What follows belongs to an exercise in optimizing a design on an open flow for small area and a short achievable clock period; a production flow would make more cautious choices.
Function was checked by simulation only, so behaviour that the tests miss may differ from the original.
Power and IR drop assume default switching activity.

## flow/config.mk

```make
export PLATFORM = sky130hd
export DESIGN_NAME = dual_issue_decode
export DESIGN_NICKNAME = dual_issue_decode
export VERILOG_FILES = /design/flow/design.v
export SDC_FILE = /design/flow/constraint.sdc
export NUM_CORES = 4
export LEC_CHECK = 0
export CAP_MARGIN = 20
export CORE_MARGIN = 2
export CORE_UTILIZATION = 25
export PLACE_DENSITY = 0.4
export SETUP_SLACK_MARGIN = 4.7
export SLEW_MARGIN = 20
export TNS_END_PERCENT = 0
```

## flow/constraint.sdc

```tcl
create_clock -name core_clock -period 9.0 [get_ports {clk}]
set_input_delay 1.8000 -clock core_clock [delete_from_list [all_inputs] [get_ports {clk}]]
set_output_delay 1.8000 -clock core_clock [all_outputs]
set_load 0.01 [all_outputs]
```

## flow/design.v

```verilog
module dual_issue_decode (
	input  logic			clk,
	input  logic			reset,
	input  logic [31:0]		instr_first,
	input  logic [31:0]		instr_second,
	input  logic [7:0]		pc,
	input  logic [7:0]		branch_pc,
	input  logic			branch_taken,
	output logic [31:0]		even_instr,
	output logic [10:0]		even_op,
	output logic [1:0]		even_unit,
	output logic [6:0]		even_rt,
	output logic			even_write,
	output logic [31:0]		odd_instr,
	output logic [10:0]		odd_op,
	output logic [1:0]		odd_unit,
	output logic [6:0]		odd_rt,
	output logic			odd_write,
	output logic			first_odd,
	output logic			stall,
	output logic [7:0]		stall_pc
);
	logic [31:0] a, b;			 
	logic ea, eb, oa, ob;		 
	logic [31:0] ew, ow;
	assign ew = ({32{ea}} & a) | ({32{eb}} & b);
	assign ow = ({32{oa}} & a) | ({32{ob}} & b);
	logic e_rrr, e_ila, e_ai, e_nop, e_fx1, e_shl;
	assign e_rrr = ew[31];
	assign e_ila = ~ew[31] & ew[30] & ~ew[29] & ew[25];
	assign e_ai  = ~ew[31] & ew[28] & ew[26];
	assign e_nop = ~ew[31] & ew[30] & ~ew[29] & ~ew[25];
	assign e_fx1 = e_ila | (~ew[31] & ~ew[30] & ew[28]);
	assign e_shl = ~ew[31] & ~ew[30] & ~ew[28] & ew[27];
	logic [6:0] e_rt0;
	logic e_wr0;
	assign e_rt0 = e_rrr ? ew[27:21] : ew[6:0];
	assign e_wr0 = (ew[31] | ew[30] | ew[28] | ew[27]) & ~e_nop;
	assign even_instr = ew;
	assign even_op    = {ew[31:28], ew[27:25] & {3{~e_rrr}}, ew[24] & ~e_rrr & ~e_ila,
		ew[23:21] & {3{~(e_rrr | e_ila | e_ai)}}};
	assign even_unit  = {e_fx1, e_fx1 | e_shl};
	assign even_rt    = e_rt0;
	assign even_write = e_wr0;
	logic o_ri10, o_ri16;
	assign o_ri10 = ow[29] & ~ow[27] & ow[26];
	assign o_ri16 = ow[29] & ~ow[27] & ~ow[26];
	logic o_ls;
	assign o_ls = o_ri10 | (ow[27] & ~ow[25]);
	assign odd_instr = ow;
	assign odd_op    = {ow[31:24], ow[23] & ~o_ri10, ow[22:21] & {2{~(o_ri10 | o_ri16)}}};
	assign odd_unit  = {o_ri16, o_ls};
	assign odd_rt    = ow[6:0];
	assign odd_write = ow[27] | (ow[28] & ow[26]);
	assign first_odd = oa;
	logic [5:1][6:0]	e_rt;
	logic [5:1]			e_al;	 
	logic [2:1]			e_lg;	 
	logic [4:1][6:0]	o_rt;
	logic [4:1]			o_al;
	logic [2:1]			o_lg;	 
	always_ff @(posedge clk) begin
		e_rt[1] <= e_rt0;
		o_rt[1] <= ow[6:0];
		for (int k = 2; k <= 5; k++) e_rt[k] <= e_rt[k-1];
		for (int k = 2; k <= 4; k++) o_rt[k] <= o_rt[k-1];
		e_lg[1] <= ~(e_fx1 | e_shl);	 
		e_lg[2] <= e_lg[1];
		o_lg[1] <= o_ls;	 
		o_lg[2] <= o_lg[1];
		if (reset) begin
			for (int k = 1; k <= 5; k++) e_al[k] <= 1'b0;
			for (int k = 1; k <= 4; k++) o_al[k] <= 1'b0;
		end else begin
			e_al[1] <= even_write & ~e_fx1;	 
			e_al[2] <= e_al[1];
			e_al[3] <= e_al[2] & e_lg[2];
			e_al[4] <= e_al[3];
			e_al[5] <= e_al[4];
			o_al[1] <= odd_write;					 
			o_al[2] <= o_al[1];
			o_al[3] <= o_al[2] & o_lg[2];
			o_al[4] <= o_al[3];
		end
	end
	function automatic logic busy(input logic [6:0] r,
		input logic ew_, input logic [6:0] ert, input logic ow_, input logic [6:0] ort,
		input logic [5:1][6:0] ert_h, input logic [5:1] eal,
		input logic [4:1][6:0] ort_h, input logic [4:1] oal);
		logic b;
		b = (ew_ && r == ert) || (ow_ && r == ort);
		for (int k = 1; k <= 5; k++) b = b || (eal[k] && r == ert_h[k]);
		for (int k = 1; k <= 4; k++) b = b || (oal[k] && r == ort_h[k]);
		busy = b;
	endfunction
	logic			sel_in, hold_f, hold_s;
	logic [31:0]	f, s;
	assign f = ({32{sel_in}} & instr_first) | ({32{hold_f}} & a);
	assign s = ({32{sel_in}} & instr_second) | ({32{hold_s}} & b);
	function automatic logic [6:0] dec(input logic [31:0] w);
		logic [10:0] o;
		logic ev, od, wr, ua, ub, uc, rrr;
		o = w[31:21];
		ev = 1'b0; od = 1'b0; wr = 1'b0; ua = 1'b0; ub = 1'b0; uc = 1'b0; rrr = 1'b0;
		if (o[10:7] == 4'b1100 || o[10:7] == 4'b1110) begin
			ev = 1'b1; wr = 1'b1; ua = 1'b1; ub = 1'b1; uc = 1'b1; rrr = 1'b1;
		end else if (o[10:4] == 7'b0100001) begin
			ev = 1'b1; wr = 1'b1;
		end else if (o[10:3] == 8'b00011100) begin
			ev = 1'b1; wr = 1'b1; ua = 1'b1;
		end else if (o == 11'b00011000000 || o == 11'b00011000001 || o == 11'b00001011011
				|| o == 11'b01111000100) begin
			ev = 1'b1; wr = 1'b1; ua = 1'b1; ub = 1'b1;
		end else if (o == 11'b01000000001) begin
			ev = 1'b1;
		end else if (o[10:3] == 8'b00110100) begin
			od = 1'b1; wr = 1'b1; ua = 1'b1;
		end else if (o[10:3] == 8'b00100100) begin
			od = 1'b1; ua = 1'b1; uc = 1'b1;
		end else if (o[10:2] == 9'b001100100) begin
			od = 1'b1;
		end else if (o[10:2] == 9'b001000000) begin
			od = 1'b1; uc = 1'b1;
		end else if (o == 11'b00111000100 || o == 11'b00111011100) begin
			od = 1'b1; wr = 1'b1; ua = 1'b1; ub = 1'b1;
		end else if (o == 11'b00000000001) begin
			od = 1'b1;
		end
		dec = {ev, od, wr, ua, ub, uc, rrr};
	endfunction
	logic [6:0] df, ds;
	logic f_ev, f_od, f_wr, f_ua, f_ub, f_uc;
	logic s_ev, s_od, s_wr, s_ua, s_ub, s_uc;
	assign df = dec(f);
	assign ds = dec(s);
	assign {f_ev, f_od, f_wr, f_ua, f_ub, f_uc} = df[6:1];
	assign {s_ev, s_od, s_wr, s_ua, s_ub, s_uc} = ds[6:1];
	logic [6:0] f_rt, s_rt;
	assign f_rt = df[0] ? f[27:21] : f[6:0];
	assign s_rt = ds[0] ? s[27:21] : s[6:0];
	logic stall_first, stall_second, busy_second, same_pipe, same_dest, raw_pair;
	assign stall_first =
		   (f_ua && busy(f[13:7],  even_write, e_rt0, odd_write, ow[6:0], e_rt, e_al, o_rt, o_al))
		|| (f_ub && busy(f[20:14], even_write, e_rt0, odd_write, ow[6:0], e_rt, e_al, o_rt, o_al))
		|| (f_uc && busy(f[6:0],   even_write, e_rt0, odd_write, ow[6:0], e_rt, e_al, o_rt, o_al));
	assign busy_second =
		   (s_ua && busy(s[13:7],  even_write, e_rt0, odd_write, ow[6:0], e_rt, e_al, o_rt, o_al))
		|| (s_ub && busy(s[20:14], even_write, e_rt0, odd_write, ow[6:0], e_rt, e_al, o_rt, o_al))
		|| (s_uc && busy(s[6:0],   even_write, e_rt0, odd_write, ow[6:0], e_rt, e_al, o_rt, o_al));
	assign same_pipe = (s_ev && f_ev) || (s_od && f_od);
	assign same_dest = f_wr && s_wr && (f_rt == s_rt);
	assign raw_pair = f_wr && ((s_ua && s[13:7] == f_rt) || (s_ub && s[20:14] == f_rt)
		|| (s_uc && s[6:0] == f_rt));
	assign stall_second = stall_first || same_pipe || same_dest || raw_pair || busy_second;
	logic go_first, go_second;
	assign go_first = ~branch_taken & ~stall_first;
	assign go_second = ~branch_taken & ~stall_second;
	always_ff @(posedge clk) begin
		a <= f;
		b <= s;
		ea <= ~reset & go_first & f_ev;
		eb <= ~reset & go_second & s_ev;
		oa <= ~reset & go_first & f_od;
		ob <= ~reset & go_second & s_od;
		sel_in <= reset | ~(branch_taken | stall_second);
		hold_f <= ~reset & ~branch_taken & stall_first;
		hold_s <= ~reset & ~branch_taken & stall_second;
		if (reset) begin
			stall <= 1'b0;
			stall_pc <= '0;
		end else if (branch_taken) begin
			stall <= 1'b1;
			stall_pc <= branch_pc + 8'd2;
		end else if (stall_second) begin
			stall <= 1'b1;
			stall_pc <= stall ? stall_pc : pc;
		end else begin
			stall <= 1'b0;
		end
	end
endmodule
```

## flow/flow/run.sh

```bash
#!/bin/bash
# The standard layout, with two changes:
#  - synthesis maps with an area-oriented ABC script (flow/abc_area.script),
#    otherwise the same as synth_recipe.tcl;
#  - the port buffers are plain buf_1 cells.
set -euo pipefail
HERE=$(pwd)
export BUFFER_PORTS_ARGS="-buffer_cell sky130_fd_sc_hd__buf_1"
export MY_ABC_SCRIPT=$HERE/flow/abc_area.script
sed "s#SYNTH_SCRIPT=[^ ]*#SYNTH_SCRIPT=$HERE/flow/synth.tcl#" standard.sh > own_standard.sh
bash own_standard.sh > flow_make.log 2>&1
```

## flow/flow/abc_area.script

```
strash
dch
map -a
topo
stime -c
buffer -c
upsize -c
dnsize -c
```

## flow/flow/synth.tcl

```tcl
# The standard synthesis (synth_recipe.tcl), with ABC's mapping script replaced
# by the area-oriented one next to this file.
proc synth {args} { yosys synth -nofsm -noshare {*}$args }
proc abc {args} {
  set i [lsearch -exact $args -script]
  if { $i >= 0 && [info exists ::env(MY_ABC_SCRIPT)] } {
    set args [lreplace $args $i [expr {$i + 1}] -script $::env(MY_ABC_SCRIPT)]
  }
  yosys abc {*}$args
}
source $::env(SCRIPTS_DIR)/synth.tcl
# left out here: clear keep_hierarchy, flatten, clean up, hide names made inside functions, write 1_2_yosys.v
```

## flow/standard.sh

```bash
#!/bin/bash
# synth_recipe.tcl (not shown) runs the flow's synth.tcl, then flattens the netlist and writes it again
# the make line also repeats each setting of config.mk as NAME=value (left out here)
make -C /OpenROAD-flow-scripts/flow DESIGN_CONFIG=/design/flow/config.mk WORK_HOME=/design/flow/orfs CLKGATE_MAP_FILE= SYNTH_SCRIPT=/design/flow/synth_recipe.tcl "${@:-finish}"
```

==> results of run 1 <==
## sequential cells by signal (all words and copies together), names as in the netlist
| register | flops |
|---|---|
| ea | 1 |
| stall_pc | 8 |
| o_al | 4 |
| eb | 1 |
| o_lg | 2 |
| sel_in | 1 |
| o_rt | 28 |
| hold_s | 1 |
| ob | 1 |
| hold_f | 1 |
| stall | 1 |
| e_lg | 2 |
| e_al | 5 |
| oa | 1 |
| a | 32 |
| b | 32 |
| e_rt | 35 |
## metrics by stage
step	setup slack, ns	area [µm²]	total power, W	utilization [%]	instances
6_report	4.640	14800	0.002054	30.93	2485
5_1_grt	4.490	14800	0.002125	30.93	2485
3_5_place_dp	3.249	13260	0.001236	27.71	2381
3_3_place_gp	3.268	13250	0.001242	27.69	2381
4_1_cts	4.580	14400	0.002030	30.09	2465
2_1_floorplan	5.019	12170	0.001052	-	1660
## layout make-up
cell class                      instances  area, µm²  area share (%)
Tap cell                              615      769.5           5.200
Sequential cell                       156       3129           21.15
Clock buffer                           17      425.4           2.875
Multi-Input combinational cell       1122       7634           51.59
Clock inverter                         15      158.9           1.074
Timing Repair Buffer                  309       1670           11.29
Inverter                              251       1010           6.824
## layer usage
| metal | wire [µm] | GRT usage (%) | share of wire, % |
|---|---|---|---|
| met5 | 0 | 0 | 0 |
| met4 | 4224 | 15.64 | 5.4 |
| met3 | 7536 | 5.709 | 9.5 |
| met2 | 34060 | 46.82 | 43 |
| met1 | 33110 | 40.94 | 42 |
## report_power, final
part	internal, W	leakage [nW]	switching (W)
clock	0.000411	0.282	0.000347
combinational	0.000174	4.05	0.000360
sequential	0.000720	1.28	0.0000428
total	0.00130	5.62	0.000750
## worst reg2reg max path: stages (launching register included)
cell and delay [ns]:
dfxtp_4 0.73, buf_6 0.45, a22oi_2 0.16, inv_2 0.17
nor3_4 0.07, buf_12 0.15, buf_4 0.16, buf_4 0.13
o21ai_2 0.28, xor2_1 0.11, nor4_1 0.33, nand4_1 0.14
nand4_1 0.21, o21ai_1 0.10, nand3_1 0.14, inv_4 0.08
o21ai_4 0.23, inv_1 0.11, nand2_1 0.08, a31oi_1 0.07
## final timing paths
check          start     endpoint  slack [ns]  cells after the start
max reg2reg   sel_in  stall_pc[7]        4.95                     19
min reg2reg  e_lg[1]      e_lg[2]        0.33                      0
min          e_lg[1]      e_lg[2]        0.33                      0
max               ea   even_rt[3]        4.64                      5
## repair_timing
item | 4_1_cts | 5_1_grt
gates resized for setup | 32 | 49
cloned | 0 | 1
pin swaps | 18 | 10
setup buffers | 52 | 19
setup endpoints to repair | 32 | 21
## cell families after synthesis
group                      Yosys count  share of synthesized area [%]
xor gates and xnor gates           160                          11.52
buffers and inverters              383                          13.79
DFF                                156                          25.67
adders and majority gates            1                         0.1028
and+or+nand+nor                    405                          15.24
AOI/OAI and AO/OA                  555                          33.67
## Yosys cell counts (4+ instances only)
cell type  number  share of area (%)
inv_1         214                6.6
a22oi_4         9                1.6
a221oi_1       34                2.4
o21ai_1        13               0.53
nor3_1         26                1.1
a21oi_1        51                2.1
o2111ai_1      26                1.9
buf_4          33                2.0
o22ai_2         8               0.82
o22ai_1       186                9.6
a211oi_1        4               0.25
a2111oi_0      22                1.6
inv_2          25               0.77
o221ai_1       22                1.6
xor2_1        118                8.5
nand4_1        46                2.4
nor4_1         45                2.3
buf_6           8               0.74
a31oi_1        15               0.77
buf_1           7               0.22
o21ai_2         5               0.36
nor2_1         87                2.7
xnor2_1        42                3.0
dfxtp_1       156                 26
clkinv_1       12               0.37
clkbuf_1       39                1.2
a22oi_1        70                4.3
nand2_1       169                5.2
o21ai_0        46                1.9
buf_2          45                1.9
nand3_1        20               0.82
a22oi_2        27                2.8
==> run_results.csv, run 1 <==
group,metric,value,unit
critical_path,worstPathMaxFanout,32,
die,rows,80,
critical_path,cp.arrival,2.56,ns
cells_and_area,synthToLayoutAreaGrowth,21.63,%
grt,grt_pass1_vias,14370,
die,die_w,224.6,µm
critical_path,crit_path_max_incr_delay,0.60,ns
grt,grt.overflow.total,0,
route,wl_per_cell,31.76,µm
logic_synthesis,netlist_instances,1660,
route,drc_errors,0,
critical_path,crit_path_end_kind,"output port",
cells_and_area,drive_above_1_share,14.81,%
timing,finalCriticalPeriod,4.360,ns
logic_synthesis,synth-seq-cells,156,
critical_path,crit_type,"reg -> out",
grt,grt_pass1_wl,109500,µm
cts,numCtsBuffers,17,
route,detail_route.vias_per_cell,6.122,
cells_and_area,antenna_cells,0,
logic_synthesis,synth_cell_type_count,52,
grt,grt_max_degree,35,
route,dr_total_vias,15210,
cells_and_area,fillCellCount,5296,
cts,clk_latency,0.50,ns
logic_synthesis,syn_nets,1744,
cells_and_area,layout_commonest_cell,"inv_1",
timing,whs,0.3296,ns
timing,final-hold-violation-count,0,
place,io_buffers,198,
run_status,outcome,"no timing/DRC/antenna violations",
timing,setup_tns,0,ns
critical_path,critPathLaunchType,"flip-flop",
place,gp_congestion,1.014,
pwr,leakagePower,5.616,nW
critical_path,crit_family,"simple AND/OR/NAND/NOR gates",
critical_path,cpMostUsedCell,"nand2_1",
route,drt_iter0_markers,1840,
cts,cts_sinks,156,
cts,cts_tree,"yes",
timing,fmax,229.3,MHz
timing,min_period_over_period,48.45,%
timing,setup_viol,0,
place,dp_hpwl,57680,µm
cells_and_area,final_cell_mix,"205 x inv_1, 197 x buf_1, 180 x o22ai_1",
route,postRouteAntennaNets,0,
logic_synthesis,syn-cell-area,12170,µm²
timing,finalMaxSlewViolations,0,
route,firstDrtPassIters,5,
critical_path,worst-endpoint-required,7.20,ns
die,fp.dieH,224.6,µm
cts,clock-root-buffer,"clkbuf_16",
timing,slew_headroom,31.90,%
pwr,vdd_drop_max,104.0,µV
critical_path,crit_path_top_delay_cell,"o22ai_1",
die,initial_core_util,25.43,%
cts,cts_max_level,4,
logic_synthesis,async_flop_share,0,%
timing,worstMarginPinSlew,1.022,ns
logic_synthesis,synth-main-ff-cell,"dfxtp_1",
die,die-area,50440,µm²
die,io_pins,199,
logic_synthesis,synth_area_per_cell,7.329,µm²
cells_and_area,nets,1941,
timing,clock_skew,0.01801,ns
route,routed_wl,78930,µm
cts,clk_pin_slew,0.07,ns
logic_synthesis,synth_edf_count,0,
grt,grt.total_usage,30.58,%
logic_synthesis,synth-seq-area-share,25.67,%
cts,postCtsHoldBufs,0,
logic_synthesis,yosysWarnings,1,
pwr,p_per_area,138.8,nW/µm²
cts,clock_path_buffers,2,
die,core-area,47850,µm²
min_path,hp-class,"reg -> reg",
critical_path,crit_path_cell_trace,"inv_6, o22ai_1, nand2_1, nand2_1, buf_1",
critical_path,path_buf_inv,2,
grt,antenna_found_initial,1,
run,maxCapViolCount,0,
timing,rsz0062_at_grt,"true",
==> run 2: changes to the inputs <==
--- a/flow/config.mk
+++ b/flow/config.mk
@@ -11,4 +11,3 @@
 export PLACE_DENSITY = 0.4
 export SETUP_SLACK_MARGIN = 4.7
 export SLEW_MARGIN = 20
-export TNS_END_PERCENT = 0
==> run_results.csv, run 2 <==
group,metric,value,unit
run_status,outcome,"no timing/DRC/antenna violations",
cts,clock_path_buffers,2,
route,drt_iter0_markers,1962,
pwr,p_switching,0.0007543,W
cts,postCtsHoldBufs,0,
logic_synthesis,syn-cell-area,12170,µm²
critical_path,crit_path_top_delay_cell,"a21oi_1",
cts,numCtsBuffers,17,
cells_and_area,nets,1947,
logic_synthesis,syn_nets,1744,
critical_path,critPathLaunchType,"input port",
logic_synthesis,synth_compound_gate_area_share,33.67,%
logic_synthesis,synthTopCellsByArea,"dfxtp_1 26%, o22ai_1 9.6%, xor2_1 8.5%, inv_1 6.6%, nand2_1 5.2%",
critical_path,worst-endpoint-required,9.38,ns
die,die_w,224.6,µm
cells_and_area,largestRegisters,"e_rt: 35 flops, a: 32 flops, b: 32 flops",
min_path,hp-class,"reg -> reg",
critical_path,crit_family,"compound AO/OA/AOI/OAI gates",
pwr,vdd_drop_max,104.9,µV
route,postRouteAntennaNets,0,
critical_path,crit_path_max_incr_delay,0.38,ns
logic_synthesis,netlist_instances,1660,
cells_and_area,drive_above_1_share,15.99,%
timing,final-hold-violation-count,0,
logic_synthesis,async_flop_share,0,%
grt,grt_pass1_vias,14490,
place,place_area,13260,µm²
timing,whs,0.3298,ns
die,fp.dieH,224.6,µm
cells_and_area,multi_input_area,7720,µm²
place,gp_congestion,1.014,
cts,clock-root-buffer,"clkbuf_16",
logic_synthesis,synth_mux_area_share,0,%
cells_and_area,final_area,15010,µm²
cts,cts_sinks,156,
place,io_buffers,198,
logic_synthesis,synth_top_area_share,25.67,%
cells_and_area,fin_util,31.38,%
timing,rsz0062_at_grt,"true",
timing,setup_viol,0,
pwr,clock_power_share,36.7,%
grt,grt.overflow.total,0,
timing,worstMarginPinSlew,1.015,ns
logic_synthesis,synth_commonest_cells,"214 x inv_1, 186 x o22ai_1, 169 x nand2_1",
cts,clk_latency,0.51,ns
die,io_pins,199,
logic_synthesis,yosysMostFrequentCell,"inv_1",
route,firstDrtPassIters,6,
pwr,pwr-share-comb,26.3,%
pwr,leakagePower,5.700,nW
pwr,sw_frac_of_total,36.53,%
logic_synthesis,synth_area_per_cell,7.329,µm²
cells_and_area,largest_reg_flops,35,
critical_path,cp.arrival,4.66,ns
pwr,p_per_area,137.5,nW/µm²
die,rows,80,
critical_path,crit_path_end_kind,"flip-flop",
timing,min_period_over_period,47.57,%
pwr,p_seq_share,36.9,%
route,drc_errors,0,
grt,grt_max_degree,35,
logic_synthesis,synth_xor_area_share,11.52,%
logic_synthesis,post-synth-top-area-cell,"dfxtp_1",
logic_synthesis,synth-seq-area-share,25.67,%
logic_synthesis,yosysWarnings,1,
logic_synthesis,synth-seq-cells,156,
timing,setup_tns,0,ns
timing,slew_headroom,32.36,%
place,dp_hpwl,57680,µm
critical_path,crit_type,"in -> reg",
critical_path,crit_path_cell_trace,"buf_1, a22oi_1, buf_6, inv_1, buf_4, xor2_1, a21oi_1, nand4_1, nand4_1, o21ai_1, nand2_1, nor2_1, nand3_2, inv_4, buf_4, o21ai_2, a31oi_1",
logic_synthesis,synth_edf_count,0,
pwr,p_int,0.001310,W
grt,antenna_found_initial,2,
cells_and_area,synthToLayoutAreaGrowth,23.40,%
cells_and_area,fillCellCount,5282,
pwr,power.total,0.002065,W
timing,clock_skew,0.01830,ns
die,initial_core_util,25.43,%
route,detail_route.vias_per_cell,6.067,
cells_and_area,registers.top_by_ff_count,"e_rt",
grt,grt.total_usage,30.66,%
critical_path,worstPathMaxFanout,11,
die,core-area,47850,µm²
timing,finalMaxSlewViolations,0,
grt,grt_pass1_wl,109900,µm
logic_synthesis,synthAdderAreaFrac,0.1028,%
route,dr_total_vias,15120,
timing,finalCriticalPeriod,4.281,ns
cts,cts_tree,"yes",
logic_synthesis,synth-main-ff-cell,"dfxtp_1",
route,routed_wl,78890,µm
cells_and_area,layout.area.seq,3131,µm²
cells_and_area,final_cell_mix,"204 x inv_1, 197 x buf_1, 178 x o22ai_1",
cts,cts_max_level,4,
logic_synthesis,synth_cell_type_count,52,
cts,clk_pin_slew,0.07,ns
route,wl_per_cell,31.66,µm
cells_and_area,layout_commonest_cell,"inv_1",
logic_synthesis,synth_top_family_by_area,"compound AO/OA/AOI/OAI gates",
logic_synthesis,synth-simple-area-share,15.24,%
run,maxCapViolCount,0,
critical_path,path_buf_inv,6,
timing,fmax,233.6,MHz
die,die-area,50440,µm²
## run 2: through the flow
stage | setup WS (ns) | std cells
final | 4.719 | 2492
after global routing | 4.604 | 2491
after CTS | 4.702 | 2472
after detailed placement | 3.249 | 2381
after global placement | 3.268 | 2381
after floorplan | 5.019 | 1660
## run 2: power groups by stage
stage	combinational, W	sequential (W)	clock [W]
CTS	0.000501	0.000761	0.000775
detailed placement	0.000460	0.000776	0
global route	0.000567	0.000764	0.000803
floorplan	0.000300	0.000753	0
finish	0.000544	0.000763	0.000758
global placement	0.000464	0.000778	0
## run 2: logic make-up (layout without fill, tap and decap cells)
logic type | after synthesis | in the layout
DFF | 156 | 156
other | 0 | 1
AOI/OAI and AO/OA | 555 | 556
adders and majority gates | 1 | 1
xor gates and xnor gates | 160 | 160
and+or+nand+nor | 405 | 405
buffers and inverters | 383 | 598
## run 2: worst paths after layout
path                                      start           to  slack [ns]  cells past startpoint
worst max-delay path            instr_second[9]  stall_pc[5]        4.72                     17
worst min-delay path                    e_lg[1]      e_lg[2]        0.33                      0
worst max register to register           sel_in  stall_pc[5]        5.11                     18
worst min register to register          e_lg[1]      e_lg[2]        0.33                      0
## run 2: layout make-up
| type | count | share of cell area, % |
|---|---|---|
| Clock buffer | 17 | 2.834 |
| Inverter | 251 | 6.918 |
| Timing Repair Buffer | 315 | 11.77 |
| Sequential cell | 156 | 20.85 |
| Clock inverter | 15 | 1.059 |
| Tap cell | 615 | 5.126 |
| Antenna cell | 1 | 0.01667 |
| Multi-Input combinational cell | 1122 | 51.43 |
## run 2: repair_timing
| item | in CTS | in global routing |
|---|---|---|
| setup buffers | 58 | 19 |
| setup endpoints to repair | 32 | 17 |
| hold endpoints to repair | 0 | 0 |
| pin swaps | 21 | 14 |
| cloned | 1 | 0 |
| resized for setup | 48 | 70 |
## run 2: per-layer routing
layer  GRT usage (%)  part of all wire [%]  wire (µm)  vias to the layer above
met5               0                     0          0                        -
met1           40.96                    42      33050                     7374
li1                -                     -          -                     6427
met3           5.852                   9.5       7533                      247
met4           16.15                   5.6       4410                        0
met2           46.72                    43      33890                     1070
## run 2: worst reg2reg max path, cell delays in order, from the launching register on
cell and delay, ns:
dfxtp_4 0.74, buf_6 0.43, a22oi_2 0.16, inv_2 0.18, nor3_4 0.07, buf_12 0.15, buf_4 0.16, buf_4 0.14
o21ai_4 0.21, xor2_1 0.10, nor4_1 0.30, nand4_1 0.14, nand4_1 0.21, o21ai_1 0.12, nand3_2 0.11, inv_4 0.06
buf_4 0.14, o21ai_2 0.23, a31oi_1 0.12
==> run 3: changes to the inputs <==
--- a/flow/config.mk
+++ b/flow/config.mk
@@ -11,3 +11,4 @@
 export PLACE_DENSITY = 0.4
 export SETUP_SLACK_MARGIN = 4.7
 export SLEW_MARGIN = 20
+export TNS_END_PERCENT = 10
==> run_results.csv, run 3 <==
group,metric,value,unit
timing,finalCriticalPeriod,4.347,ns
grt,grt_max_degree,35,
critical_path,crit_path_end_kind,"output port",
cells_and_area,nets,1937,
timing,slew_headroom,21.41,%
route,detail_route.vias_per_cell,6.131,
route,firstDrtPassIters,9,
cells_and_area,layout_commonest_cell,"inv_1",
route,drc_errors,0,
pwr,pwr-share-comb,26.0,%
die,rows,80,
logic_synthesis,netlist_instances,1660,
timing,setup_viol,0,
route,wl_per_cell,31.75,µm
logic_synthesis,syn_nets,1744,
timing,final-hold-violation-count,0,
pwr,clock_power_share,36.9,%
cts,clk_pin_slew,0.07,ns
cts,clock-root-buffer,"clkbuf_16",
route,postRouteAntennaNets,0,
cells_and_area,registers.top_by_ff_count,"e_rt",
die,initial_core_util,25.43,%
critical_path,critPathLaunchType,"flip-flop",
pwr,vdd_drop_max,104.8,µV
die,die_w,224.6,µm
pwr,p_int,0.001304,W
route,dr_total_vias,15210,
critical_path,cpMostUsedCell,"nand2_1",
logic_synthesis,synth-main-ff-cell,"dfxtp_1",
grt,grt_pass1_wl,109900,µm
logic_synthesis,synth_top_area_share,25.67,%
cts,clock_path_buffers,2,
critical_path,path_buf_inv,2,
logic_synthesis,synth_area_per_cell,7.329,µm²
place,io_buffers,198,
timing,finalMaxSlewViolations,0,
pwr,p_seq_share,37.1,%
logic_synthesis,post-synth-top-area-cell,"dfxtp_1",
logic_synthesis,synth-seq-area-share,25.67,%
timing,min_period_over_period,48.30,%
cells_and_area,largest_reg_flops,35,
die,die-area,50440,µm²
timing,fmax,230.1,MHz
pwr,sw_frac_of_total,36.55,%
cells_and_area,largestRegisters,"e_rt: 35 flops, a: 32 flops, b: 32 flops",
critical_path,worstPathMaxFanout,32,
die,fp.dieH,224.6,µm
timing,worstMarginPinSlew,1.179,ns
timing,clock_skew,0.01772,ns
run_status,outcome,"no timing/DRC/antenna violations",
logic_synthesis,synth_edf_count,0,
logic_synthesis,async_flop_share,0,%
grt,grt.overflow.total,0,
cells_and_area,final_cell_mix,"205 x inv_1, 197 x buf_1, 180 x o22ai_1",
cells_and_area,synthToLayoutAreaGrowth,21.36,%
cts,cts_max_level,4,
route,drt_iter0_markers,1930,
timing,setup_tns,0,ns
pwr,p_switching,0.0007509,W
cells_and_area,drive_above_1_share,14.63,%
critical_path,crit_type,"reg -> out",
timing,rsz0062_at_grt,"true",
logic_synthesis,yosysWarnings,1,
cells_and_area,final_area,14760,µm²
cts,numCtsBuffers,17,
die,io_pins,199,
logic_synthesis,syn-cell-area,12170,µm²
critical_path,crit_path_max_incr_delay,0.60,ns
die,core-area,47850,µm²
cts,postCtsHoldBufs,0,
min_path,hp-class,"reg -> reg",
pwr,leakagePower,5.604,nW
logic_synthesis,synthTopCellsByArea,"dfxtp_1 26%, o22ai_1 9.6%, xor2_1 8.5%, inv_1 6.6%, nand2_1 5.2%",
critical_path,worst-endpoint-required,7.20,ns
critical_path,crit_family,"simple AND/OR/NAND/NOR gates",
cts,cts_tree,"yes",
cells_and_area,antenna_cells,0,
grt,grt_pass1_vias,14510,
run,maxCapViolCount,0,
logic_synthesis,synth-seq-cells,156,
cts,clk_latency,0.51,ns
critical_path,cp.arrival,2.55,ns
route,routed_wl,78780,µm
pwr,p_per_area,139.1,nW/µm²
logic_synthesis,synth_commonest_cells,"214 x inv_1, 186 x o22ai_1, 169 x nand2_1",
place,gp_congestion,1.014,
critical_path,crit_path_top_delay_cell,"o22ai_1",
logic_synthesis,synth_cell_type_count,52,
cts,cts_sinks,156,
place,dp_hpwl,57680,µm
logic_synthesis,yosysMostFrequentCell,"inv_1",
place,place_area,13260,µm²
grt,grt.total_usage,30.66,%
critical_path,crit_path_cell_trace,"inv_6, o22ai_1, nand2_1, nand2_1, buf_1",
grt,antenna_found_initial,1,
run 3: cell counts after synthesis:
Identical to the previous run, type by type.
run 3: final timing paths:
| path | to | startpoint | depth (start not counted) | slack (ns) |
|---|---|---|---|---|
| hold / removal | e_lg[2] | e_lg[1] | 0 | 0.33 |
| setup / recovery | even_rt[3] | ea | 5 | 4.65 |
| hold reg to reg | e_lg[2] | e_lg[1] | 0 | 0.33 |
| setup reg to reg | stall_pc[7] | sel_in | 17 | 4.97 |
run 3: final cells by class:
| cell class | count | area [µm²] |
|---|---|---|
| clock buffer | 17 | 425.4 |
| inverter | 251 | 1012 |
| tap | 615 | 769.5 |
| multi-input combinational | 1122 | 7620 |
| sequential | 156 | 3131 |
| fill | 5299 | 33080 |
| clock inverter | 15 | 158.9 |
| timing repair buffer | 305 | 1648 |
run 3: logic make-up after synthesis:
| family | Yosys count | synth area share, % |
|---|---|---|
| buffers and inverters | 383 | 13.79 |
| XOR/XNOR | 160 | 11.52 |
| flip-flops | 156 | 25.67 |
| adder cells (fa/ha/maj) | 1 | 0.1028 |
| AO/OA/AOI/OAI | 555 | 33.67 |
| AND/OR/NAND/NOR | 405 | 15.24 |
run 3: per-layer routing:
metal / share of wire, % / up-vias / global-route usage [%]
met3: 9.4 / 251 / 5.918
met5: 0 / - / 0
met2: 43 / 1120 / 46.69
met1: 42 / 7438 / 40.92
li1: - / 6401 / -
met4: 5.5 / 0 / 16.24
run 3: repair_timing:
action	CTS	global route
cloned	1	0
setup buffers	58	9
gates resized for setup	42	38
pin swaps	21	9
setup endpoints to repair	32	16
run 3: worst register-to-register path, cell delays in order, from the launching register on:
cell and delay, ns:
dfxtp_4 0.75, buf_6 0.43, a22oi_2 0.17, buf_8 0.21, inv_2 0.23, nand2_1 0.09
nand4_1 0.12, a2111oi_2 0.06, a32oi_2 0.41, o2111ai_2 0.24, o22ai_2 0.24, and3_2 0.30
nand3_1 0.12, inv_2 0.17, o21ai_4 0.10, inv_1 0.13, nand2_1 0.06, a31oi_1 0.12
run 3: power groups by stage:
| stage | clock, W | combinational, W | sequential, W |
|---|---|---|---|
| floorplan | 0 | 0.000300 | 0.000753 |
| global placement | 0 | 0.000464 | 0.000778 |
| detailed placement | 0 | 0.000460 | 0.000776 |
| CTS | 0.000775 | 0.000500 | 0.000761 |
| global route | 0.000802 | 0.000555 | 0.000764 |
| finish | 0.000758 | 0.000534 | 0.000763 |
run 3: per-stage QoR:
step	power (W)	utilization [%]	worst slack (ns)	hold slack, ns	instances
floorplan	0.001052	-	5.019	0.3096	1660
global placement	0.001242	27.69	3.268	0.3139	2381
detailed placement	0.001236	27.71	3.249	0.3136	2381
CTS	0.002036	30.33	4.612	0.3303	2472
global route	0.002122	30.86	4.475	0.3381	2481
finish	0.002054	30.86	4.653	0.3297	2481
==> run 4: changes to the inputs <==
--- a/flow/config.mk
+++ b/flow/config.mk
@@ -9,6 +9,5 @@
 export CORE_MARGIN = 2
 export CORE_UTILIZATION = 25
 export PLACE_DENSITY = 0.4
-export SETUP_SLACK_MARGIN = 4.7
+export SETUP_SLACK_MARGIN = 4.8
 export SLEW_MARGIN = 20
-export TNS_END_PERCENT = 10
==> run_results.csv, run 4 <==
group,metric,value,unit
pwr,pwr-share-comb,27.0,%
logic_synthesis,yosysWarnings,1,
pwr,p_int,0.001324,W
logic_synthesis,synth_commonest_cells,"214 x inv_1, 186 x o22ai_1, 169 x nand2_1",
logic_synthesis,syn_nets,1744,
timing,worstMarginPinSlew,1.013,ns
grt,grt.total_usage,30.90,%
logic_synthesis,syn-cell-area,12170,µm²
critical_path,crit_path_end_kind,"output port",
place,place_area,13260,µm²
critical_path,critPathLaunchType,"flip-flop",
die,core-area,47850,µm²
timing,fmax,238.1,MHz
logic_synthesis,synth_area_per_cell,7.329,µm²
route,postRouteAntennaNets,0,
min_path,hp-class,"reg -> reg",
critical_path,cp-startpoint,"eb",
cells_and_area,final_cell_mix,"202 x inv_1, 196 x buf_1, 177 x o22ai_1",
run_status,outcome,"no timing/DRC/antenna violations",
cts,clock-root-buffer,"clkbuf_16",
place,gp_congestion,1.014,
cts,cts_tree,"yes",
timing,clock_skew,0.01724,ns
pwr,p_switching,0.0007647,W
cts,clk_pin_slew,0.07,ns
timing,final-hold-violation-count,0,
logic_synthesis,post-synth-top-area-cell,"dfxtp_1",
timing,setup_tns,0,ns
grt,grt_pass1_wl,110700,µm
route,routed_wl,79600,µm
timing,setup_viol,0,
cts,cts_max_level,4,
timing,slew_headroom,32.47,%
timing,finalMaxSlewViolations,0,
cells_and_area,registers.top_by_ff_count,"e_rt",
critical_path,cp.arrival,2.40,ns
cells_and_area,largest_reg_flops,35,
logic_synthesis,synth-seq-area-share,25.67,%
logic_synthesis,yosysMostFrequentCell,"inv_1",
route,firstDrtPassIters,8,
pwr,sw_frac_of_total,36.62,%
grt,antenna_found_initial,1,
place,dp_hpwl,57680,µm
logic_synthesis,async_flop_share,0,%
cells_and_area,largestRegisters,"e_rt: 35 flops, a: 32 flops, b: 32 flops",
grt,grt_pass1_vias,14520,
route,drc_errors,0,
critical_path,r2r-start,"sel_in",
cts,numCtsBuffers,17,
place,place_ws,3.249,ns
logic_synthesis,synth_top_area_share,25.67,%
route,detail_route.vias_per_cell,6.068,
logic_synthesis,netlist_instances,1660,
cts,clk_latency,0.51,ns
die,initial_core_util,25.43,%
timing,rsz0062_at_grt,"false",
critical_path,crit_type,"reg -> out",
timing,finalCriticalPeriod,4.199,ns
logic_synthesis,synth-main-ff-cell,"dfxtp_1",
pwr,p_seq_share,36.5,%
place,io_buffers,198,
critical_path,worst-endpoint-required,7.20,ns
cells_and_area,drive_above_1_share,18.09,%
timing,min_period_over_period,46.66,%
logic_synthesis,synth-seq-cells,156,
pwr,leakagePower,5.892,nW
run,maxCapViolCount,0,
cells_and_area,layout_commonest_cell,"inv_1",
cts,cts_sinks,156,
logic_synthesis,synthTopCellsByArea,"dfxtp_1 26%, o22ai_1 9.6%, xor2_1 8.5%, inv_1 6.6%, nand2_1 5.2%",
min_path,hold_start,"e_lg[1]",
timing,whs,0.3298,ns
die,rows,80,
logic_synthesis,synth_edf_count,0,
cells_and_area,nets,1978,
die,io_pins,199,
critical_path,worstPathMaxFanout,32,
die,die-area,50440,µm²
route,wl_per_cell,31.55,µm
pwr,vdd_drop_max,104.8,µV
pwr,p_per_area,135.7,nW/µm²
cells_and_area,final_area,15390,µm²
timing,fin_ws,4.801,ns
route,dr_total_vias,15310,
die,die_w,224.6,µm
grt,grt.overflow.total,0,
logic_synthesis,synth_cell_type_count,52,
cells_and_area,synthToLayoutAreaGrowth,26.49,%
cts,clock_path_buffers,2,
pwr,clock_power_share,36.5,%
grt,grt_max_degree,35,
route,drt_iter0_markers,1927,
die,fp.dieH,224.6,µm
[run 4: cell counts after synthesis]
No cell type changed its count.
[run 4: final cells by class]
class | instances | area (µm²)
tap | 615 | 769.5
multi-input combinational | 1122 | 7824
antenna | 1 | 2.502
timing repair buffer | 346 | 2032
sequential | 156 | 3132
inverter | 251 | 1045
clock inverter | 15 | 158.9
clock buffer | 17 | 425.4
fill | 5259 | 32460
[run 4: metal layers]
layer	vias to the layer above	wire length, µm	global-route usage (%)	part of all wire, %
met1	7495	33230	41.28	42
met4	2	4137	16.11	5.2
met2	1095	34430	46.93	43
li1	6484	-	-	-
met5	-	58	0	0.073
met3	234	7740	6.218	9.7
[run 4: cells by family after synthesis]
logic type | count (synthesis) | synth area share (%)
simple gates | 405 | 15.24
buf+inv | 383 | 13.79
compound gates | 555 | 33.67
flops | 156 | 25.67
xor+xnor | 160 | 11.52
fa+ha+maj | 1 | 0.1028
[run 4: through the flow]
| stage | std cells | utilization, % | power (W) |
|---|---|---|---|
| final | 2523 | 32.16 | 0.002088 |
| after CTS | 2484 | 30.77 | 0.002046 |
| after global routing | 2522 | 32.16 | 0.002156 |
| after floorplan | 1660 | - | 0.001052 |
| after detailed placement | 2381 | 27.71 | 0.001236 |
| after global placement | 2381 | 27.69 | 0.001242 |
[run 4: worst max-delay path: stages, from the launching register on]
cell	delay (ns)
dfxtp_1	0.34
bufinv_16	0.24
o22ai_1	0.62
nand2_1	0.14
nand2_2	0.35
buf_1	0.19
[run 4: path summary, 6_finish.rpt]
kind	to	slack, ns	cells after the start
setup reg to reg	stall_pc[7]	5.09	19
setup / recovery	even_rt[3]	4.80	5
hold reg to reg	e_lg[2]	0.33	0
hold / removal	e_lg[2]	0.33	0
[run 4: repair_timing]
| item | in CTS | in global routing |
|---|---|---|
| setup endpoints to repair | 32 | 16 |
| hold buffers | 0 | 0 |
| pin swaps | 26 | 29 |
| gates resized for setup | 75 | 81 |
| buffers inserted | 70 | 38 |
| gates cloned | 1 | 0 |
[run 4: power groups by stage]
stage	combinational [W]	sequential, W	clock (W)
2_1_floorplan	0.000300	0.000753	0
3_5_place_dp	0.000460	0.000776	0
4_1_cts	0.000510	0.000761	0.000775
5_1_grt	0.000587	0.000765	0.000804
3_3_place_gp	0.000464	0.000778	0
6_report	0.000564	0.000763	0.000761
==> run 5: changes to the inputs <==
--- a/flow/design.v
+++ b/flow/design.v
@@ -153,6 +153,9 @@
 		|| (s_uc && s[6:0] == f_rt));
 	assign stall_second = stall_first || same_pipe || same_dest || raw_pair || busy_second;
 	logic go_first, go_second;
+	logic [7:0] pc_q, pc_x;
+	logic pc_new;
+	assign stall_pc = pc_new ? pc_q : pc_x;
 	assign go_first = ~branch_taken & ~stall_first;
 	assign go_second = ~branch_taken & ~stall_second;
 	always_ff @(posedge clk) begin
@@ -165,17 +168,9 @@
 		sel_in <= reset | ~(branch_taken | stall_second);
 		hold_f <= ~reset & ~branch_taken & stall_first;
 		hold_s <= ~reset & ~branch_taken & stall_second;
-		if (reset) begin
-			stall <= 1'b0;
-			stall_pc <= '0;
-		end else if (branch_taken) begin
-			stall <= 1'b1;
-			stall_pc <= branch_pc + 8'd2;
-		end else if (stall_second) begin
-			stall <= 1'b1;
-			stall_pc <= stall ? stall_pc : pc;
-		end else begin
-			stall <= 1'b0;
-		end
+		stall <= ~reset & (branch_taken | stall_second);
+		pc_q <= pc;
+		pc_new <= ~reset & ~branch_taken & ~stall & stall_second;
+		pc_x <= reset ? 8'd0 : branch_taken ? branch_pc + 8'd2 : stall_pc;
 	end
 endmodule
--- a/flow/config.mk
+++ b/flow/config.mk
@@ -7,7 +7,7 @@
 export LEC_CHECK = 0
 export CAP_MARGIN = 20
 export CORE_MARGIN = 2
-export CORE_UTILIZATION = 25
-export PLACE_DENSITY = 0.4
-export SETUP_SLACK_MARGIN = 4.8
+export CORE_UTILIZATION = 30
+export PLACE_DENSITY = 0.45
+export SETUP_SLACK_MARGIN = 4.7
 export SLEW_MARGIN = 20
==> run_results.csv, run 5 <==
group,metric,value,unit
pwr,p_seq_share,38.1,%
place,dp.cells,2305,
timing,worstMarginPinSlew,1.031,ns
grt,antenna_found_initial,3,
critical_path,crit_path_top_delay_cell,"a2111oi_0",
die,die-area,42950,µm²
place,place_area,13400,µm²
die,core-area,40830,µm²
logic_synthesis,synth-seq-cells,165,
pwr,vdd_drop_max,133.2,µV
critical_path,r2r_end,"eb",
cells_and_area,final_cell_mix,"219 x inv_1, 198 x buf_1, 194 x o22ai_1",
cells_and_area,registers.top_by_ff_count,"e_rt",
logic_synthesis,synthAdderAreaFrac,0.1010,%
timing,min_period_over_period,47.26,%
pwr,p_per_area,144.8,nW/µm²
logic_synthesis,synth_edf_count,0,
critical_path,cp.arrival,4.56,ns
logic_synthesis,syn-cell-area,12390,µm²
min_path,hp-class,"reg -> reg",
logic_synthesis,synth_mux_area_share,0.1817,%
pwr,p_switching,0.0007790,W
cells_and_area,nets,1917,
logic_synthesis,synth-simple-area-share,13.81,%
grt,grt_max_degree,38,
cells_and_area,drive_above_1_share,12.78,%
grt,grt.overflow.total,0,
cts,cts_tree,"yes",
logic_synthesis,synth_top_area_share,26.66,%
route,detail_route.vias_per_cell,6.351,
logic_synthesis,post-synth-top-area-cell,"dfxtp_1",
critical_path,crit_type,"in -> reg",
critical_path,path_buf_inv,2,
critical_path,rr_worst_depth,13,
die,rows,74,
place,gp_congestion,1.038,
cts,clk_pin_slew,0.07,ns
timing,clock_skew,0.01193,ns
route,firstDrtPassIters,7,
run,maxCapViolCount,0,
run_status,outcome,"no timing/DRC/antenna violations",
route,postRouteAntennaNets,0,
cts,clock-root-buffer,"clkbuf_16",
critical_path,rrSetupSlack,4.94,ns
critical_path,worstPathMaxFanout,14,
timing,final-hold-violation-count,0,
logic_synthesis,netlist_instances,1665,
timing,finalCriticalPeriod,4.253,ns
route,wl_per_cell,33.34,µm
logic_synthesis,synth_top_family_by_area,"compound AO/OA/AOI/OAI gates",
cells_and_area,synthToLayoutAreaGrowth,17.74,%
timing,setup_tns,0,ns
die,initial_core_util,30.35,%
route,drc_errors,0,
cts,postCtsHoldBufs,0,
timing,slew_headroom,31.30,%
pwr,clock_power_share,36.6,%
critical_path,worst-endpoint-required,9.31,ns
critical_path,crit_family,"compound AO/OA/AOI/OAI gates",
critical_path,cpMostUsedCell,"a22oi_1",
cts,clk_latency,0.47,ns
pwr,p_int,0.001334,W
critical_path,crit_path_end_kind,"flip-flop",
logic_synthesis,synth_xor_area_share,11.87,%
die,die_w,207.2,µm
critical_path,crit_path_max_incr_delay,0.86,ns
pwr,pwr-share-comb,25.3,%
critical_path,r2r-start,"sel_in",
logic_synthesis,synth-seq-area-share,26.66,%
grt,grt.total_usage,35.49,%
pwr,leakagePower,5.494,nW
timing,rsz0062_at_grt,"true",
logic_synthesis,yosysWarnings,1,
cts,numCtsBuffers,17,
min_path,hold_start,"e_lg[1]",
die,io_pins,199,
logic_synthesis,yosysMostFrequentCell,"inv_1",
place,dp_hpwl,57570,µm
route,dr_total_vias,15110,
route,drt_iter0_markers,1912,
cells_and_area,layout_commonest_cell,"inv_1",
logic_synthesis,synth_area_per_cell,7.443,µm²
logic_synthesis,async_flop_share,0,%
logic_synthesis,synth-main-ff-cell,"dfxtp_1",
min_path,hold_depth,0,
timing,finalMaxSlewViolations,0,
cells_and_area,largestRegisters,"e_rt: 35 flops, a: 32 flops, b: 32 flops",
pwr,sw_frac_of_total,36.87,%
critical_path,critPathLaunchType,"input port",
cells_and_area,fin_util,35.73,%
place,io_buffers,198,
logic_synthesis,synthTopCellsByArea,"dfxtp_1 27%, xor2_1 9.9%, o22ai_1 9.8%, inv_1 6.9%, a22oi_1 4.4%",
timing,setup_viol,0,
cells_and_area,stdcell_count,2379,
pwr,power.total,0.002113,W
grt,grt_pass1_vias,14670,
logic_synthesis,synth_compound_gate_area_share,33.49,%
cts,cts_max_level,4,
cells_and_area,final_area,14590,µm²
logic_synthesis,synth_cell_type_count,54,
critical_path,crit_path_cell_trace,"buf_1, a22oi_1, buf_6, o22ai_1, a2111oi_0, a22oi_1, o2111ai_2, o32ai_1, and3_2, nand4_1, a21oi_4, nand2_2, nor3_2",
logic_synthesis,synth_commonest_cells,"227 x inv_1, 195 x o22ai_1, 165 x dfxtp_1",
route,routed_wl,79310,µm
cts,clock_path_buffers,2,
cts,cts_sinks,165,
min_path,min_to,"e_lg[2]",
timing,fmax,235.1,MHz
logic_synthesis,syn_nets,1749,
grt,grt_pass1_wl,110800,µm
die,fp.dieH,207.2,µm
cells_and_area,largest_reg_flops,35,
## run 5: area by class of cell
cell class / count / area (µm²)
fillers: 4471 / 26240
multi-input cells: 1103 / 7478
flip-flops and latches: 165 / 3304
repair buffers: 282 / 1483
inverters: 264 / 1064
well taps: 532 / 665.6
clock buffers: 19 / 452.9
clock inverters: 13 / 140.1
diodes: 1 / 2.502
## run 5: worst max path at each step
| stage | startpoint | to | slack (ns) | cells after the start |
|---|---|---|---|---|
| floorplan | instr_second[4] | stall | 5.22 | 13 |
| global placement | instr_first[15] | stall | 3.63 | 15 |
| detailed placement | instr_first[17] | stall | 3.69 | 15 |
| CTS | eb | even_write | 4.70 | 8 |
| global route | eb | even_unit[0] | 4.69 | 12 |
| finish | instr_first[18] | eb | 4.75 | 13 |
## run 5: repair_timing
action,4_1_cts,5_1_grt
pin swaps,8,8
setup endpoints to repair,24,11
gates resized for setup,33,37
buffers inserted,21,20
## run 5: cells by family (layout without fill, tap and decap cells)
kind of cell	count (synthesis)	count (layout)
fa+ha+maj	1	1
mux	2	2
other cells	0	1
buf+inv	397	578
compound gates	565	565
simple gates	367	367
flops	165	165
xor+xnor	168	168
## run 5: routing by layer
layer | vias up | share of wire, % | GRT usage (%)
li1 | 6350 | - | -
met1 | 7333 | 41 | 46.21
met2 | 1115 | 43 | 53.36
met3 | 307 | 11 | 10.09
met4 | 4 | 5.9 | 18.13
met5 | - | 0.029 | 0
## run 5: power by group through the flow
| stage | Sequential (W) | Clock (W) | Combinational, W |
|---|---|---|---|
| finish | 0.000804 | 0.000774 | 0.000534 |
| global route | 0.000807 | 0.000813 | 0.000555 |
| CTS | 0.000803 | 0.000787 | 0.000496 |
| detailed placement | 0.000820 | 0 | 0.000477 |
| global placement | 0.000821 | 0 | 0.000483 |
| floorplan | 0.000793 | 0 | 0.000304 |
## run 5: stage by stage
step | setup slack [ns] | hold slack, ns
final | 4.747 | 0.3303
after floorplan | 5.220 | 0.3096
after CTS | 4.704 | 0.3381
after global routing | 4.687 | 0.3494
after detailed placement | 3.691 | 0.3153
after global placement | 3.635 | 0.3135
==> run 6: changes to the inputs <==
==> flow/flow/abc_area.script (replaced) <==
strash
dch
map -a
==> run_results.csv, run 6 <==
group,metric,value,unit
place,place_ws,3.047,ns
logic_synthesis,synth_edf_count,0,
timing,worstMarginPinSlew,0.8798,ns
cts,postCtsHoldBufs,0,
timing,clock_skew,0.01745,ns
die,io_pins,199,
timing,min_period_over_period,48.46,%
logic_synthesis,synth-main-ff-cell,"dfxtp_1",
route,firstDrtPassIters,8,
cells_and_area,largestRegisters,"e_rt: 35 flops, a: 32 flops, b: 32 flops",
logic_synthesis,syn_nets,1639,
timing,fmax,229.3,MHz
critical_path,crit_type,"in -> reg",
route,routed_wl,76500,µm
logic_synthesis,synth_area_per_cell,7.382,µm²
route,dr_total_vias,15140,
pwr,p_per_area,148.3,nW/µm²
run,maxCapViolCount,0,
logic_synthesis,yosysMostFrequentCell,"clkinv_1",
logic_synthesis,synth_cell_type_count,33,
timing,final-hold-violation-count,0,
critical_path,crit_path_end_kind,"flip-flop",
critical_path,rr_worst_depth,14,
grt,grt_max_degree,32,
cts,clk_latency,0.47,ns
critical_path,crit_path_cell_trace,"buf_1, a22oi_1, buf_4, clkinv_4, o22ai_1, a2111oi_0, a32oi_2, nand4_1, o21ai_1, nand4_1, a21oi_2, nand2_1, nand2_1, clkinv_1",
logic_synthesis,post-synth-top-area-cell,"dfxtp_1",
route,wl_per_cell,32.58,µm
critical_path,worst-endpoint-required,9.36,ns
critical_path,path_buf_inv,4,
die,rows,71,
cells_and_area,stdcell_count,2348,
critical_path,crit_path_max_incr_delay,0.43,ns
min_path,min_to,"o_lg[2]",
pwr,vdd_drop_max,127.0,µV
critical_path,crit_path_top_delay_cell,"nand4_1",
grt,grt.total_usage,37.82,%
cells_and_area,synthToLayoutAreaGrowth,24.59,%
route,detail_route.vias_per_cell,6.448,
critical_path,critPathLaunchType,"input port",
route,postRouteAntennaNets,0,
place,io_buffers,198,
timing,whs,0.3461,ns
cts,cts_sinks,165,
logic_synthesis,async_flop_share,0,%
cts,numCtsBuffers,17,
logic_synthesis,synthTopCellsByArea,"dfxtp_1 29%, o22ai_1 11%, xor2_1 11%, clkinv_1 8.6%, a22oi_1 6.4%",
critical_path,crit_family,"compound AO/OA/AOI/OAI gates",
cells_and_area,drive_above_1_share,10.34,%
critical_path,rrSetupSlack,5.16,ns
logic_synthesis,synth_commonest_cells,"264 x clkinv_1, 208 x o22ai_1, 165 x dfxtp_1",
die,fp.dieH,199.6,µm
cells_and_area,final_cell_mix,"217 x clkinv_1, 201 x o22ai_1, 198 x buf_1",
cts,clock_path_buffers,2,
logic_synthesis,synth_top_area_share,28.78,%
cells_and_area,largest_reg_flops,35,
logic_synthesis,synth-seq-cells,165,
timing,slew_headroom,40.73,%
route,drt_iter0_markers,1972,
grt,grt_pass1_wl,106100,µm
cells_and_area,registers.top_by_ff_count,"e_rt",
die,die_w,199.6,µm
timing,fin_ws,4.638,ns
pwr,leakagePower,4.853,nW
cells_and_area,fillCellCount,4063,
logic_synthesis,yosysWarnings,1,
die,die-area,39840,µm²
timing,setup_viol,0,
min_path,hold_depth,0,
die,core-area,37670,µm²
cells_and_area,layout_commonest_cell,"clkinv_1",
min_path,hp-class,"reg -> reg",
critical_path,cp.arrival,4.72,ns
run_status,outcome,"no timing/DRC/antenna violations",
critical_path,r2r_end,"sel_in",
logic_synthesis,netlist_instances,1555,
cts,clock-root-buffer,"clkbuf_16",
logic_synthesis,syn-cell-area,11480,µm²
place,gp_congestion,1.078,
timing,rsz0062_at_grt,"true",
timing,finalCriticalPeriod,4.362,ns
grt,grt.overflow.total,0,
logic_synthesis,synth-seq-area-share,28.78,%
min_path,hold_start,"o_lg[1]",
die,initial_core_util,30.47,%
route,drc_errors,0,
cts,cts_tree,"yes",
place,dp_hpwl,53510,µm
cells_and_area,nets,1908,
grt,antenna_found_initial,1,
cts,cts_max_level,4,
critical_path,worstPathMaxFanout,12,
timing,setup_tns,0,ns
timing,finalMaxSlewViolations,0,
grt,grt_pass1_vias,14250,
cts,clk_pin_slew,0.07,ns
critical_path,r2r-start,"sel_in",
place,dp.cells,2304,
cells_and_area,antenna_cells,0,
## run 6: changes by cell type in the layout (fill, tap and decap cells not counted), moves of 7 or more
cell      previous run  this run
clkinv_4             4        11
clkinv_1             5       217
inv_2               21         5
inv_1              219         0
inv_4                0        10
o22ai_2             12         4
a22oi_1             71        92
nand2_1            134       141
buf_4               70        58
a22oi_2             24         6
o21ai_0             51        59
o22ai_1            194       201
## run 6: per-stage QoR
stage | util [%] | area (µm²) | power [W]
finish | 37.97 | 14300 | 0.002120
global placement | 35.07 | 13210 | 0.001302
CTS | 37.35 | 14070 | 0.002083
detailed placement | 35.07 | 13210 | 0.001296
global route | 37.97 | 14300 | 0.002173
floorplan | - | 11520 | 0.001070
## run 6: report_power, final
group,switching (W),leakage (nW),internal (W)
Combinational,0.000377,3.21,0.000156
Clock,0.000338,0.289,0.000448
Sequential,0.0000399,1.36,0.000762
Total,0.000755,4.85,0.00137
## run 6: layout make-up
class,count,area [µm²],area share (%)
well taps,511,639.4,4.471
multi-input cells,1103,7222,50.50
clock inverters,9,116.4,0.8137
repair buffers,273,1405,9.825
flip-flops and latches,165,3304,23.11
inverters,264,1116,7.804
clock buffers,23,498.0,3.482
## run 6: repair_timing
item / in CTS / in global routing
pin swaps: 3 / 6
setup buffers: 5 / 7
endpoints found under the setup margin: 23 / 17
resized for setup: 63 / 58
## run 6: per-layer routing
metal	routed length [µm]	track usage, %	vias to the layer above
li1	-	-	6371
met1	30020	48.04	7152
met2	31300	54.82	1267
met3	9214	11.39	349
met4	5975	25.49	0
met5	0	0	-
## run 6: cell families (layout without fill, tap and decap cells)
family                     Yosys count  after routing  synth area share (%)
and+or+nand+nor                    367            367                 14.39
DFF                                165            165                 28.78
xor gates and xnor gates           168            168                 12.82
muxes                                2              2                0.1962
adders and majority gates            1              1                0.1090
buffers and inverters              287            569                 10.14
AOI/OAI and AO/OA                  565            565                 33.57
## run 6: how the worst max path moves through the flow
stage,cells past startpoint,slack [ns],end,start
CTS,10,4.68,even_unit[0],ea
detailed placement,14,3.05,sel_in,instr_second[3]
global placement,14,3.21,sel_in,instr_second[3]
global route,15,4.65,stall,instr_first[9]
finish,14,4.64,stall,instr_second[15]
floorplan,13,4.60,stall,instr_second[0]
==> run 7: changes to the inputs <==
==> flow/flow/abc_area.script (replaced) <==
strash
dch
map -a
topo
stime -c
buffer -c
upsize -c
dnsize -c
--- a/flow/config.mk
+++ b/flow/config.mk
@@ -7,7 +7,7 @@
 export LEC_CHECK = 0
 export CAP_MARGIN = 20
 export CORE_MARGIN = 2
-export CORE_UTILIZATION = 30
-export PLACE_DENSITY = 0.45
+export CORE_UTILIZATION = 18
+export PLACE_DENSITY = 0.35
 export SETUP_SLACK_MARGIN = 4.7
 export SLEW_MARGIN = 20
==> run_results.csv, run 7 <==
group,metric,value,unit
logic_synthesis,synth_top_area_share,26.66,%
route,wl_per_cell,30.98,µm
logic_synthesis,syn_nets,1749,
grt,grt.overflow.total,0,
route,drt_iter0_markers,1872,
logic_synthesis,synth-simple-area-share,13.81,%
route,postRouteAntennaNets,0,
cells_and_area,largestRegisters,"e_rt: 35 flops, a: 32 flops, b: 32 flops",
critical_path,cp-startpoint,"instr_first[18]",
critical_path,cp.arrival,4.71,ns
route,drc_errors,0,
logic_synthesis,yosysWarnings,1,
logic_synthesis,synthAdderAreaFrac,0.1010,%
logic_synthesis,synthTopCellsByArea,"dfxtp_1 27%, xor2_1 9.9%, o22ai_1 9.8%, inv_1 6.9%, a22oi_1 4.4%",
logic_synthesis,synth_top_family_by_area,"compound AO/OA/AOI/OAI gates",
cts,clock_path_buffers,2,
cells_and_area,final_area,15140,µm²
logic_synthesis,synth-seq-area-share,26.66,%
cts,clk_latency,0.49,ns
route,dr_total_vias,14950,
cts,clock-root-buffer,"clkbuf_16",
timing,clock_skew,0.01916,ns
timing,min_period_over_period,48.19,%
logic_synthesis,synth_xor_area_share,11.87,%
die,die-area,70960,µm²
logic_synthesis,synth-seq-cells,165,
timing,setup_viol,0,
logic_synthesis,synth_commonest_cells,"227 x inv_1, 195 x o22ai_1, 165 x dfxtp_1",
cts,numCtsBuffers,17,
die,die_w,266.4,µm
place,dp_hpwl,65340,µm
grt,grt_pass1_wl,116700,µm
logic_synthesis,synth-main-ff-cell,"dfxtp_1",
die,rows,96,
run,maxCapViolCount,0,
timing,rsz0062_at_grt,"true",
critical_path,worst-endpoint-required,9.38,ns
timing,worstMarginPinSlew,1.132,ns
timing,finalMaxSlewViolations,0,
cts,cts_sinks,165,
critical_path,rrSetupSlack,5.09,ns
cts,clk_pin_slew,0.06,ns
cts,cts_max_level,4,
grt,grt.total_usage,23.35,%
cells_and_area,registers.top_by_ff_count,"e_rt",
logic_synthesis,synth_area_per_cell,7.443,µm²
pwr,power.total,0.002085,W
route,firstDrtPassIters,5,
pwr,p_per_area,137.7,nW/µm²
timing,fmax,230.6,MHz
timing,setup_tns,0,ns
min_path,hp-class,"reg -> reg",
run_status,outcome,"no timing/DRC/antenna violations",
die,fp.dieH,266.4,µm
die,io_pins,199,
cells_and_area,fillCellCount,7661,
logic_synthesis,synth_edf_count,0,
grt,antenna_found_initial,2,
cts,cts_tree,"yes",
place,io_buffers,198,
logic_synthesis,yosysMostFrequentCell,"inv_1",
cells_and_area,largest_reg_flops,35,
logic_synthesis,async_flop_share,0,%
pwr,vdd_drop_max,141.9,µV
pwr,leakagePower,5.575,nW
logic_synthesis,synth_mux_area_share,0.1817,%
place,dp.cells,2666,
timing,finalCriticalPeriod,4.337,ns
critical_path,crit_path_end_kind,"flip-flop",
logic_synthesis,synth_cell_type_count,54,
grt,grt_max_degree,43,
logic_synthesis,synth_compound_gate_area_share,33.49,%
logic_synthesis,syn-cell-area,12390,µm²
cells_and_area,layout_commonest_cell,"inv_1",
logic_synthesis,post-synth-top-area-cell,"dfxtp_1",
critical_path,crit_type,"in -> reg",
route,detail_route.vias_per_cell,5.437,
logic_synthesis,netlist_instances,1665,
cells_and_area,nets,1940,
critical_path,worstPathMaxFanout,14,
cells_and_area,multi_input_area,7467,µm²
timing,slew_headroom,24.55,%
cells_and_area,layout.area.seq,3309,µm²
cells_and_area,drive_above_1_share,13.44,%
place,gp_congestion,0.9900,
die,initial_core_util,18.13,%
critical_path,critPathLaunchType,"input port",
place,place_area,13930,µm²
cells_and_area,antenna_cells,0,
grt,grt_pass1_vias,14390,
timing,final-hold-violation-count,0,
cells_and_area,final_cell_mix,"221 x inv_1, 198 x buf_1, 191 x o22ai_1",
route,routed_wl,85160,µm
cells_and_area,stdcell_count,2749,
die,core-area,68350,µm²
cells_and_area,synthToLayoutAreaGrowth,22.16,%
critical_path,r2r-start,"sel_in",
min_path,hold_start,"o_lg[1]",
## run 7: final timing paths
kind	end	cells past startpoint
max	stall	15
min	o_lg[2]	0
max reg2reg	stall	16
min reg2reg	o_lg[2]	0
## run 7: where the power goes
group          leakage (nW)  total [W]  internal (W)  switching [W]
Sequential             1.36   0.000804      0.000762      0.0000416
Combinational          3.95   0.000530      0.000169       0.000361
Clock                 0.266   0.000752      0.000403       0.000349
## run 7: final cells by class
type                            instances  share of cell area, %
Multi-Input combinational cell       1103                  49.33
Inverter                              264                  6.877
Sequential cell                       165                  21.86
Clock inverter                          6                 0.4546
Tap cell                              882                  7.290
Clock buffer                           24                  3.190
Timing Repair Buffer                  305                  11.00
## run 7: what timing repair did
item,in CTS,in global routing
resized for setup,24,28
hold buffers,0,0
setup endpoints to repair,19,12
buffers inserted,16,37
pin swaps,12,9
endpoints found under the hold margin,0,0
## run 7: through the flow
| step | utilization (%) | setup WS, ns | hold WS [ns] |
|---|---|---|---|
| 2_1_floorplan | - | 5.220 | 0.3096 |
| 3_3_place_gp | 20.38 | 3.255 | 0.3181 |
| 5_1_grt | 22.15 | 4.627 | 0.3450 |
| 6_report | 22.15 | 4.663 | 0.3334 |
| 4_1_cts | 21.49 | 4.660 | 0.3370 |
| 3_5_place_dp | 20.38 | 3.303 | 0.3197 |
## run 7: cells by family after synthesis
kind of cell	after synthesis
AOI/OAI and AO/OA	565
buffers and inverters	397
and+or+nand+nor	367
xor gates and xnor gates	168
DFF	165
muxes	2
adders and majority gates	1
## run 7: routing by layer
metal | vias up | part of all wire [%] | global-route usage, %
met5 | - | 0 | 0
met4 | 0 | 4.6 | 10.51
met3 | 191 | 5.9 | 3.109
met2 | 827 | 46 | 38.32
met1 | 7538 | 43 | 30.41
li1 | 6390 | - | -
## run 7: critical path, stage by stage
cell       delay (ns)
buf_1            0.08
a22oi_1          0.23
buf_4            0.30
inv_1            0.28
o22ai_1          0.30
nor4_2           0.11
a22oi_1          0.19
o2111ai_1        0.30
o32ai_1          0.21
and3_1           0.30
nand4_1          0.14
a21oi_2          0.25
nand2_2          0.11
nand2_2          0.08
inv_2            0.03

## re-timing with driven ports
The flow's constraints put no driver on any port. The routed layouts listed below were extracted and timed again, unchanged, in two steps. Step 1 (the two cells are an assumption about what drives the block):
set clk [get_ports {clk}]
set_driving_cell -lib_cell sky130_fd_sc_hd__clkbuf_16 $clk
set_driving_cell -lib_cell sky130_fd_sc_hd__buf_2 [delete_from_list [all_inputs] $clk]
Step 2 times the ports against the registers' clock, not the clock port: input delays grow and output delays shrink by t, the midpoint of the rising clock arrivals with the driver on. Slacks: ideal ports / drivers / drivers and shift; pairs: ideal ports / drivers.
run | t (ns) | setup WS [ns] | latest minus earliest clock arrival (ns)
run 1 | 0.553 | 4.640 / 4.582 / 4.124 | 0.018 / 0.018
run 2 | 0.557 | 4.719 / 4.672 / 4.188 | 0.019 / 0.019
run 3 | 0.557 | 4.653 / 4.594 / 4.140 | 0.018 / 0.018
run 4 | 0.557 | 4.801 / 4.742 / 4.277 | 0.019 / 0.019
run 5 | 0.520 | 4.747 / 4.742 / 4.267 | 0.014 / 0.015
run 6 | 0.519 | 4.638 / 4.670 / 4.151 | 0.017 / 0.018
run 7 | 0.541 | 4.663 / 4.700 / 4.159 | 0.020 / 0.020
After both steps every run listed still meets setup and hold. The setup slack of run 2, which loses most, moves by -0.047 ns with the drivers and by -0.531 ns with both steps.
